Source: an optimization exercise on an open RTL-to-GDS flow (aim: small area). Production flows keep margins and buffers that such runs may drop.
The RTL of this run was laid out without a check of its function.
Power figures rest on the tool's default switching activity, not on a simulated workload.

File: flow/config.mk
export PLATFORM = sky130hd
export DESIGN_NAME = afi_phy_top
export DESIGN_NICKNAME = afi_phy_top
export VERILOG_FILES = /design/flow/design.v
export SDC_FILE = /design/flow/constraint.sdc
export NUM_CORES = 4
export LEC_CHECK = 0
export CAP_MARGIN = 20
export CORE_MARGIN = 2
export CORE_UTILIZATION = 40
export SLEW_MARGIN = 20
File: flow/constraint.sdc
create_clock -name core_clock -period 5.0 [get_ports {pll_afi_clk}]
set_input_delay 1.0000 -clock core_clock [delete_from_list [all_inputs] [get_ports {pll_afi_clk}]]
set_output_delay 1.0000 -clock core_clock [all_outputs]
set_load 0.01 [all_outputs]
File: flow/design.v
package afi_phy_pkg;
	typedef logic [3-1:0] shift_t;
	typedef struct packed
	{
		logic [15-1:0] addr;
		logic [3-1:0] ba;
		logic [1-1:0] cs_n;
		logic [1-1:0] cke;
		logic [1-1:0] odt;
		logic ras_n;
		logic cas_n;
		logic we_n;
		logic rst_n;
	} afi_cmd_t;
	typedef struct packed
	{
		logic [32-1:0] wdata;
		logic [4-1:0] dm;
		logic valid;
	} afi_wr_t;
	typedef struct packed
	{
		afi_cmd_t cmd;
		logic [32-1:0] dq;
		logic [4-1:0] dm;
		logic dqs_en;
		logic oct_en;
		logic dq_oe;
	} mem_bus_t;
	localparam int AFI_CMD_W = 15 + 3 + 3 * 1 + 4;
	localparam int AFI_WR_W = 32 + 4 + 1;
	localparam int MEM_BUS_W = AFI_CMD_W + 32 + 4 + 3;
	localparam afi_cmd_t AFI_NOP = {
		15'(0),  
		3'(0),  
		{1{1'b1}},  
		1'(0),  
		1'(0),  
		1'b1,  
		1'b1,  
		1'b1,  
		1'b0  
	};
endpackage
module afi_delay_line
#(
	parameter int W = 1,
	parameter int DEPTH = 8
)
(
	input logic pll_afi_clk,
	input logic reset,
	input logic [3-1:0] tap,
	input logic [W-1:0] d,
	output logic [W-1:0] q
);
	logic [W-1:0] stage [DEPTH-1];
	logic [3-1:0] sel;
	assign sel = tap - 3'(1);
	always_ff @(posedge pll_afi_clk)
	begin
		if (reset)
		begin
			for (int i = 0; i < DEPTH - 1; i++)
				stage[i] <= '0;
			q <= '0;
		end
		else
		begin
			stage[0] <= d;
			for (int i = 1; i < DEPTH - 1; i++)
				stage[i] <= stage[i-1];
			q <= (tap == '0) ? d : stage[sel];
		end
	end
endmodule
module addr_cmd_path
(
	input logic pll_afi_clk,
	input logic reset,
	input afi_phy_pkg::afi_cmd_t afi_cmd,
	input afi_phy_pkg::shift_t ac_shift,
	input logic mem_stable,
	output afi_phy_pkg::afi_cmd_t cmd
);
	afi_phy_pkg::afi_cmd_t cmd_dly;
	afi_delay_line #(
		.W(afi_phy_pkg::AFI_CMD_W),
		.DEPTH(8)
	) u_cmd_dly (
		.pll_afi_clk(pll_afi_clk),
		.reset(reset),
		.tap(ac_shift),
		.d(afi_cmd),
		.q(cmd_dly)
	);
	always_comb
	begin
		if (mem_stable)
			cmd = cmd_dly;
		else
			cmd = afi_phy_pkg::AFI_NOP;
	end
endmodule
module write_path
(
	input logic pll_afi_clk,
	input logic reset,
	input afi_phy_pkg::afi_wr_t afi_wr,
	input afi_phy_pkg::shift_t wlat,
	output afi_phy_pkg::afi_wr_t wr,
	output logic dqs_en,
	output logic oct_en
);
	afi_phy_pkg::afi_wr_t wr_dly;
	logic oct_post;
	afi_delay_line #(
		.W(afi_phy_pkg::AFI_WR_W),
		.DEPTH(8)
	) u_wr_dly (
		.pll_afi_clk(pll_afi_clk),
		.reset(reset),
		.tap(wlat),
		.d(afi_wr),
		.q(wr_dly)
	);
	always_ff @(posedge pll_afi_clk)
	begin
		if (reset)
		begin
			wr <= '0;
			oct_post <= 1'b0;
		end
		else
		begin
			wr <= wr_dly;
			oct_post <= wr.valid;
		end
	end
	assign dqs_en = wr_dly.valid | wr.valid;
	assign oct_en = dqs_en | oct_post;
endmodule
module phy_regs
(
	input logic pll_afi_clk,
	input logic reset,
	input logic [8-1:0] paddr,
	input logic psel,
	input logic penable,
	input logic pwrite,
	input logic [32-1:0] pwdata,
	output logic [32-1:0] prdata,
	output logic pready,
	output logic pslverr,
	output afi_phy_pkg::shift_t ac_shift,
	output afi_phy_pkg::shift_t wlat,
	output logic mem_stable,
	output logic mem_clk_disable,
	output logic [8-1:0] calib_skip_steps
);
	logic addr_hit;
	logic access;
	assign pready = 1'b1;
	assign access = psel & penable;
	always_comb
	begin
		prdata = '0;
		addr_hit = 1'b1;
		case (paddr)
			8'('h0):
				prdata[1:0] = {mem_clk_disable, mem_stable};
			8'('h4):
			begin
				prdata[3-1:0] = ac_shift;
				prdata[4 +: 3] = wlat;
			end
			8'('h8):
				prdata[8-1:0] = calib_skip_steps;
			default:
				addr_hit = 1'b0;
		endcase
	end
	assign pslverr = access & ~addr_hit;
	always_ff @(posedge pll_afi_clk)
	begin
		if (reset)
		begin
			mem_stable <= 1'b0;
			mem_clk_disable <= 1'b0;
			ac_shift <= '0;
			wlat <= '0;
			calib_skip_steps <= '1;
		end
		else if (access && pwrite)
		begin
			case (paddr)
				8'('h0):
				begin
					mem_stable <= pwdata[0];
					mem_clk_disable <= pwdata[1];
				end
				8'('h4):
				begin
					ac_shift <= pwdata[3-1:0];
					wlat <= pwdata[4 +: 3];
				end
				8'('h8):
					calib_skip_steps <= pwdata[8-1:0];
				default:
					;
			endcase
		end
	end
endmodule
module mem_out_stage
(
	input logic pll_afi_clk,
	input logic reset,
	input afi_phy_pkg::afi_cmd_t cmd,
	input afi_phy_pkg::afi_wr_t wr,
	input logic dqs_en,
	input logic oct_en,
	input logic mem_clk_disable,
	output afi_phy_pkg::mem_bus_t mem,
	output logic mem_ck_en
);
	always_ff @(posedge pll_afi_clk)
	begin
		if (reset)
		begin
			mem.cmd <= afi_phy_pkg::AFI_NOP;
			mem.dq <= '0;
			mem.dm <= '0;
			mem.dqs_en <= 1'b0;
			mem.oct_en <= 1'b0;
			mem.dq_oe <= 1'b0;
			mem_ck_en <= 1'b1;
		end
		else
		begin
			mem.cmd <= cmd;
			mem.dq <= wr.wdata;
			mem.dm <= wr.dm;
			mem.dqs_en <= dqs_en;
			mem.oct_en <= oct_en;
			mem.dq_oe <= dqs_en;
			mem_ck_en <= ~mem_clk_disable;
		end
	end
endmodule
module afi_phy_top
(
	input logic pll_afi_clk,
	input logic reset,
	input logic [afi_phy_pkg::AFI_CMD_W-1:0] afi_cmd,
	input logic [afi_phy_pkg::AFI_WR_W-1:0] afi_wr,
	input logic [8-1:0] paddr,
	input logic psel,
	input logic penable,
	input logic pwrite,
	input logic [32-1:0] pwdata,
	output logic [32-1:0] prdata,
	output logic pready,
	output logic pslverr,
	output logic [afi_phy_pkg::MEM_BUS_W-1:0] mem,
	output logic mem_ck_en,
	output logic [8-1:0] calib_skip_steps
);
	afi_phy_pkg::shift_t ac_shift;
	afi_phy_pkg::shift_t wlat;
	logic mem_stable;
	logic mem_clk_disable;
	afi_phy_pkg::afi_cmd_t ac_cmd;
	afi_phy_pkg::afi_wr_t wr_slot;
	logic dqs_en;
	logic oct_en;
	phy_regs u_regs (
		.pll_afi_clk(pll_afi_clk),
		.reset(reset),
		.paddr(paddr),
		.psel(psel),
		.penable(penable),
		.pwrite(pwrite),
		.pwdata(pwdata),
		.prdata(prdata),
		.pready(pready),
		.pslverr(pslverr),
		.ac_shift(ac_shift),
		.wlat(wlat),
		.mem_stable(mem_stable),
		.mem_clk_disable(mem_clk_disable),
		.calib_skip_steps(calib_skip_steps)
	);
	addr_cmd_path u_ac (
		.pll_afi_clk(pll_afi_clk),
		.reset(reset),
		.afi_cmd(afi_cmd),
		.ac_shift(ac_shift),
		.mem_stable(mem_stable),
		.cmd(ac_cmd)
	);
	write_path u_wr (
		.pll_afi_clk(pll_afi_clk),
		.reset(reset),
		.afi_wr(afi_wr),
		.wlat(wlat),
		.wr(wr_slot),
		.dqs_en(dqs_en),
		.oct_en(oct_en)
	);
	mem_out_stage u_out (
		.pll_afi_clk(pll_afi_clk),
		.reset(reset),
		.cmd(ac_cmd),
		.wr(wr_slot),
		.dqs_en(dqs_en),
		.oct_en(oct_en),
		.mem_clk_disable(mem_clk_disable),
		.mem(mem),
		.mem_ck_en(mem_ck_en)
	);
endmodule
File: flow/run.sh
#!/bin/bash
# synth_recipe.tcl (not shown) runs the flow's synth.tcl, then flattens the netlist and writes it again
# the make line also repeats each setting of config.mk as NAME=value (left out here)
make -C /OpenROAD-flow-scripts/flow DESIGN_CONFIG=/design/flow/config.mk WORK_HOME=/design/flow/orfs CLKGATE_MAP_FILE= SYNTH_SCRIPT=/design/flow/synth_recipe.tcl finish
==> results.json <==
{
  "cts-hold-fix-buffers": 0,
  "numClockSinks": 614,
  "detailedPlace.worstSlack_ps": 1148,
  "setup.reg_to_reg.worst_slack_ps": 2160,
  "synth_edf_count": 0,
  "timing.critical_path.slowest_stage_cell": "sky130_fd_sc_hd__clkdlybuf4s50_1",
  "holdCritStartpoint": "u_ac.u_cmd_dly.q[2]$_SDFF_PP0_",
  "core.rowCount": 83,
  "synthDominantAreaCellType": "sky130_fd_sc_hd__dfxtp_1",
  "critPathMaxStageDelay_ps": 560,
  "number_of_placed_i_o_pins": 214,
  "vdd_ir_drop_max_uv": 241.1,
  "antenna_found_initial": 0,
  "synthesis.area_per_instance_um2": 10.79,
  "critical_register_to_register_path_endpoint": "u_wr.u_wr_dly.q[8]$_SDFF_PP0_",
  "layout_worst_path_cycle_share_pct": 76.95,
  "f_max_ghz": 0.2599,
  "cts-root-to-sink-buffers": 3,
  "detailedRoute.firstIterationViolations": 591,
  "cts_max_level": 3,
  "crit_top_cell": "sky130_fd_sc_hd__clkdlybuf4s50_1",
  "worstMarginPinSlew_ps": 1143,
  "drc_errors": 0,
  "max-cap-violations": 0,
  "largest_net_degree_at_the_start_of_global_routing": 160,
  "cp_cell_sequence": "clkdlybuf4s50_1, nor2b_1, a22oi_1, nor2_1, clkdlybuf4s50_1",
  "num-nets-final": 2167,
  "setup_total_negative_slack_ps": 0,
  "ffs_latches_synth": 614,
  "syn_area_mm2": 0.02098,
  "io_buffers": 164,
  "routed_antenna_nets": 0,
  "power_per_cell_area_mw_per_mm2": 403.7,
  "routed_wire_length_per_instance_um": 15.61,
  "timing.setup.critical_path_class": "in2out",
  "critical_path_arrival_ps": 2850,
  "globalRouteOverflowTotal": 0,
  "gp_congestion": 0.7847,
  "die_h_um": 233,
  "grt_setup_unrepaired": "false",
  "sort_of_element_at_the_end_of_the_critical_path": "primary output",
  "largest_driver_fanout_on_the_critical_path": 7,
  "netlist_instances": 1944,
  "die-area_mm2": 0.05429,
  "effective_utilization_at_floorplan_pct": 40.64,
  "chipWidth_um": 233,
  "via_count": 13326,
  "ys_dominant_reg_cell": "sky130_fd_sc_hd__dfxtp_1",
  "ctsRootBufferMaster": "sky130_fd_sc_hd__clkbuf_16",
  "timing.final.max_slew_violations": 0,
  "final-instance-count-excl-fill": 2787,
  "final.setup.worst_slack_ps": 1153,
  "cts.clk_slew.worst_paths_ps": 60,
  "synth_top_cells_by_area": "sky130_fd_sc_hd__dfxtp_1 (59%), sky130_fd_sc_hd__nor2b_1 (15%), sky130_fd_sc_hd__mux2i_1 (5.5%)",
  "clock_latency_ps": 580,
  "number_of_global_route_vias_before_repair": 13211,
  "setup_violations": 0,
  "synth.lib_cells_used.distinct": 48,
  "worst_min_delay_path_class": "reg2reg",
  "groute.usage.overall_pct": 16.08,
  "worst_ep_required_time_ps": 4000,
  "post-cts-setup-buffer-count": 0,
  "final_period_minus_worst_setup_slack_ps": 3847,
  "post-layout-total-power_mw": 10.13,
  "filler_cell_count": 4679,
  "yosysWarnings": 8,
  "worst_clock_skew_ps": 25.26,
  "synth-seq-area-share_pct": 58.60,
  "cts_tree": "yes",
  "slew-limit-headroom_pct": 23.66,
  "synth.top_cell.area_share_pct": 58.60,
  "run_status": "complete, no violations",
  "total_leakage_power_nw": 9.607,
  "area.growth.synth_to_final_pct": 19.65,
  "worstSetupStartpointType": "input pin",
  "regToRegStartpoint": "u_regs.wlat[1]$_SDFFE_PP0P_",
  "dp_hpwl_um": 25970,
  "cts_buffers": 66,
  "post_cts_resize_count": 0,
  "synth_async_sr_flop_share_pct": 0,
  "placedCellCount": 2671,
  "worstRegToRegCells": 5,
  "final_hold_viol_count": 0,
  "hold_path_depth": 1,
  "placeable_core_region_mm2": 0.05161,
  "holdPathEnd": "u_out.mem[41]$_SDFF_PP1_",
  "dr.pass1.iters": 6,
  "grt_pass1_wl_um": 69850,
  "drive_above_1_share_pct": 7.363,
  "postRouteWirelength_um": 43500,
  "post_drt_via_cell_ratio": 4.781
}
-- power by group --
part	internal, mW	leakage (nW)	switching [mW]
clock	2.86	1.05	1.87
combinational	0.171	3.54	0.165
sequential	5.02	5.01	0.0457
total	8.05	9.61	2.08
-- cells in the final DEF (no fill, tap or decap), types with 7 or more instances in the layout --
master / Yosys / routed
sky130_fd_sc_hd__dfxtp_1: 614 / 609
sky130_fd_sc_hd__nor2b_1: 508 / 507
sky130_fd_sc_hd__clkdlybuf4s50_1: 0 / 163
sky130_fd_sc_hd__nor2_1: 148 / 148
sky130_fd_sc_hd__mux2i_1: 115 / 115
sky130_fd_sc_hd__clkbuf_16: 0 / 70
sky130_fd_sc_hd__a211oi_1: 56 / 56
sky130_fd_sc_hd__nand2_1: 37 / 37
sky130_fd_sc_hd__a211o_1: 30 / 30
sky130_fd_sc_hd__conb_1: 2 / 25
sky130_fd_sc_hd__nand2b_1: 23 / 23
sky130_fd_sc_hd__and2_1: 22 / 22
sky130_fd_sc_hd__and3_1: 18 / 18
sky130_fd_sc_hd__buf_4: 41 / 18
sky130_fd_sc_hd__mux4_2: 17 / 17
sky130_fd_sc_hd__clkbuf_1: 91 / 17
sky130_fd_sc_hd__nand3_1: 16 / 16
sky130_fd_sc_hd__nor3_1: 16 / 16
sky130_fd_sc_hd__o22ai_1: 16 / 16
sky130_fd_sc_hd__o211ai_1: 15 / 15
sky130_fd_sc_hd__clkbuf_8: 0 / 14
sky130_fd_sc_hd__a21oi_1: 13 / 13
sky130_fd_sc_hd__inv_1: 13 / 13
sky130_fd_sc_hd__a221oi_1: 13 / 13
sky130_fd_sc_hd__nor3b_1: 13 / 13
sky130_fd_sc_hd__mux2_1: 11 / 11
sky130_fd_sc_hd__clkinv_2: 0 / 9
sky130_fd_sc_hd__o21ai_1: 8 / 8
sky130_fd_sc_hd__a222oi_1: 8 / 8
sky130_fd_sc_hd__a21o_1: 8 / 8
sky130_fd_sc_hd__o21ai_0: 7 / 7
-- worst max-delay path by stage --
stage,slack (ps),endpoint,cells past startpoint,from
after floorplan,2210,prdata[0],3,paddr[5]
after global placement,1170,prdata[4],5,paddr[5]
after detailed placement,1150,prdata[5],5,paddr[2]
after CTS,1140,prdata[5],5,paddr[2]
after global routing,990,prdata[5],5,paddr[2]
final,1150,prdata[4],5,paddr[2]
-- per-layer routing --
layer	up-vias	wire [µm]	share of wire, %	GRT usage (%)
met5	-	0	0	0
met4	0	944	2.2	4.936
met3	66	1787	4.1	3.395
met2	237	20000	46	26.21
met1	6413	20780	48	21.34
li1	6610	-	-	-
-- layout make-up --
| cell class | instances | area [µm²] | area share [%] |
|---|---|---|---|
| flip-flops and latches | 614 | 12310 | 49.03 |
| multi-input cells | 1179 | 7890 | 31.44 |
| clock buffers | 101 | 2008 | 8.001 |
| well taps | 680 | 850.8 | 3.390 |
| inverters | 13 | 48.80 | 0.1944 |
| diodes | 2 | 5.005 | 0.01994 |
| clock inverters | 12 | 121.4 | 0.4835 |
| repair buffers | 186 | 1869 | 7.448 |
-- cell usage after synthesis (all sizes together), types with 15 or more instances --
master / instances
dfxtp: 614
nand2b: 23
buf: 70
nor2b: 509
o211ai: 15
o22ai: 16
clkbuf: 91
mux2i: 115
a211o: 30
nor3: 16
nand3: 16
nand2: 37
nor2: 150
mux4: 17
a211oi: 56
and3: 18
mux2: 15
and2: 22
o21ai: 15
-- flip-flops by register name (all words and copies together), names as in the netlist --
name	cells
u_out.mem_ck_en	1
u_wr.wr	37
u_regs.calib_skip_steps	8
u_out.mem	63
u_regs.mem_clk_disable	1
u_wr.u_wr_dly.stage	259
u_wr.u_wr_dly.q	37
u_regs.mem_stable	1
u_regs.wlat	3
u_ac.u_cmd_dly.stage	175
u_wr.oct_post	1
u_ac.u_cmd_dly.q	25
u_regs.ac_shift	3
-- cells by family after synthesis --
kind of cell / Yosys count / synth area share (%)
and+or+nand+nor: 816 / 22.24
muxes: 147 / 8.118
AOI/OAI and AO/OA: 191 / 6.788
DFF: 614 / 58.60
other: 2 / 0.03580
buffers and inverters: 174 / 4.217
-- critical path: cells and delay by family --
kind / cells / cell delay [ps]
buffers and inverters: 2 / 1110
AO/OA/AOI/OAI: 1 / 170
AND/OR/NAND/NOR: 2 / 570
-- stage by stage --
stage | hold slack [ps] | util, % | cell area (µm²)
after floorplan | 382.3 | - | 21060
after global placement | 395.6 | 44.44 | 22940
after detailed placement | 396.5 | 44.44 | 22940
after CTS | 414.4 | 48.57 | 25070
after global routing | 420.2 | 48.62 | 25090
final | 409.5 | 48.63 | 25100

## port drivers added, routing unchanged
How much do the figures lean on ideal ports? The routed layout below was timed once more, with nothing changed but the port constraints.
Step 1, drivers: a clkbuf_16 drives pll_afi_clk and a buf_2 each remaining input, both assumed.
Step 2 also shifts input and output timing later by t, the mid clock arrival at the registers, as if the neighbouring blocks saw the same clock.
a / b / c = ideal ports / drivers / drivers and shift; a / b = the first two.
t, ns: 0.625
setup slack, ns: 1.153 / 1.128 / 1.128
hold slack, ns: 0.410 / 0.410 / 0.410
clock arrival spread, ns: 0.028 / 0.028
After both steps this run still meets setup and hold. The setup slack of this run moves by -0.025 ns with the drivers and by -0.025 ns with both steps.
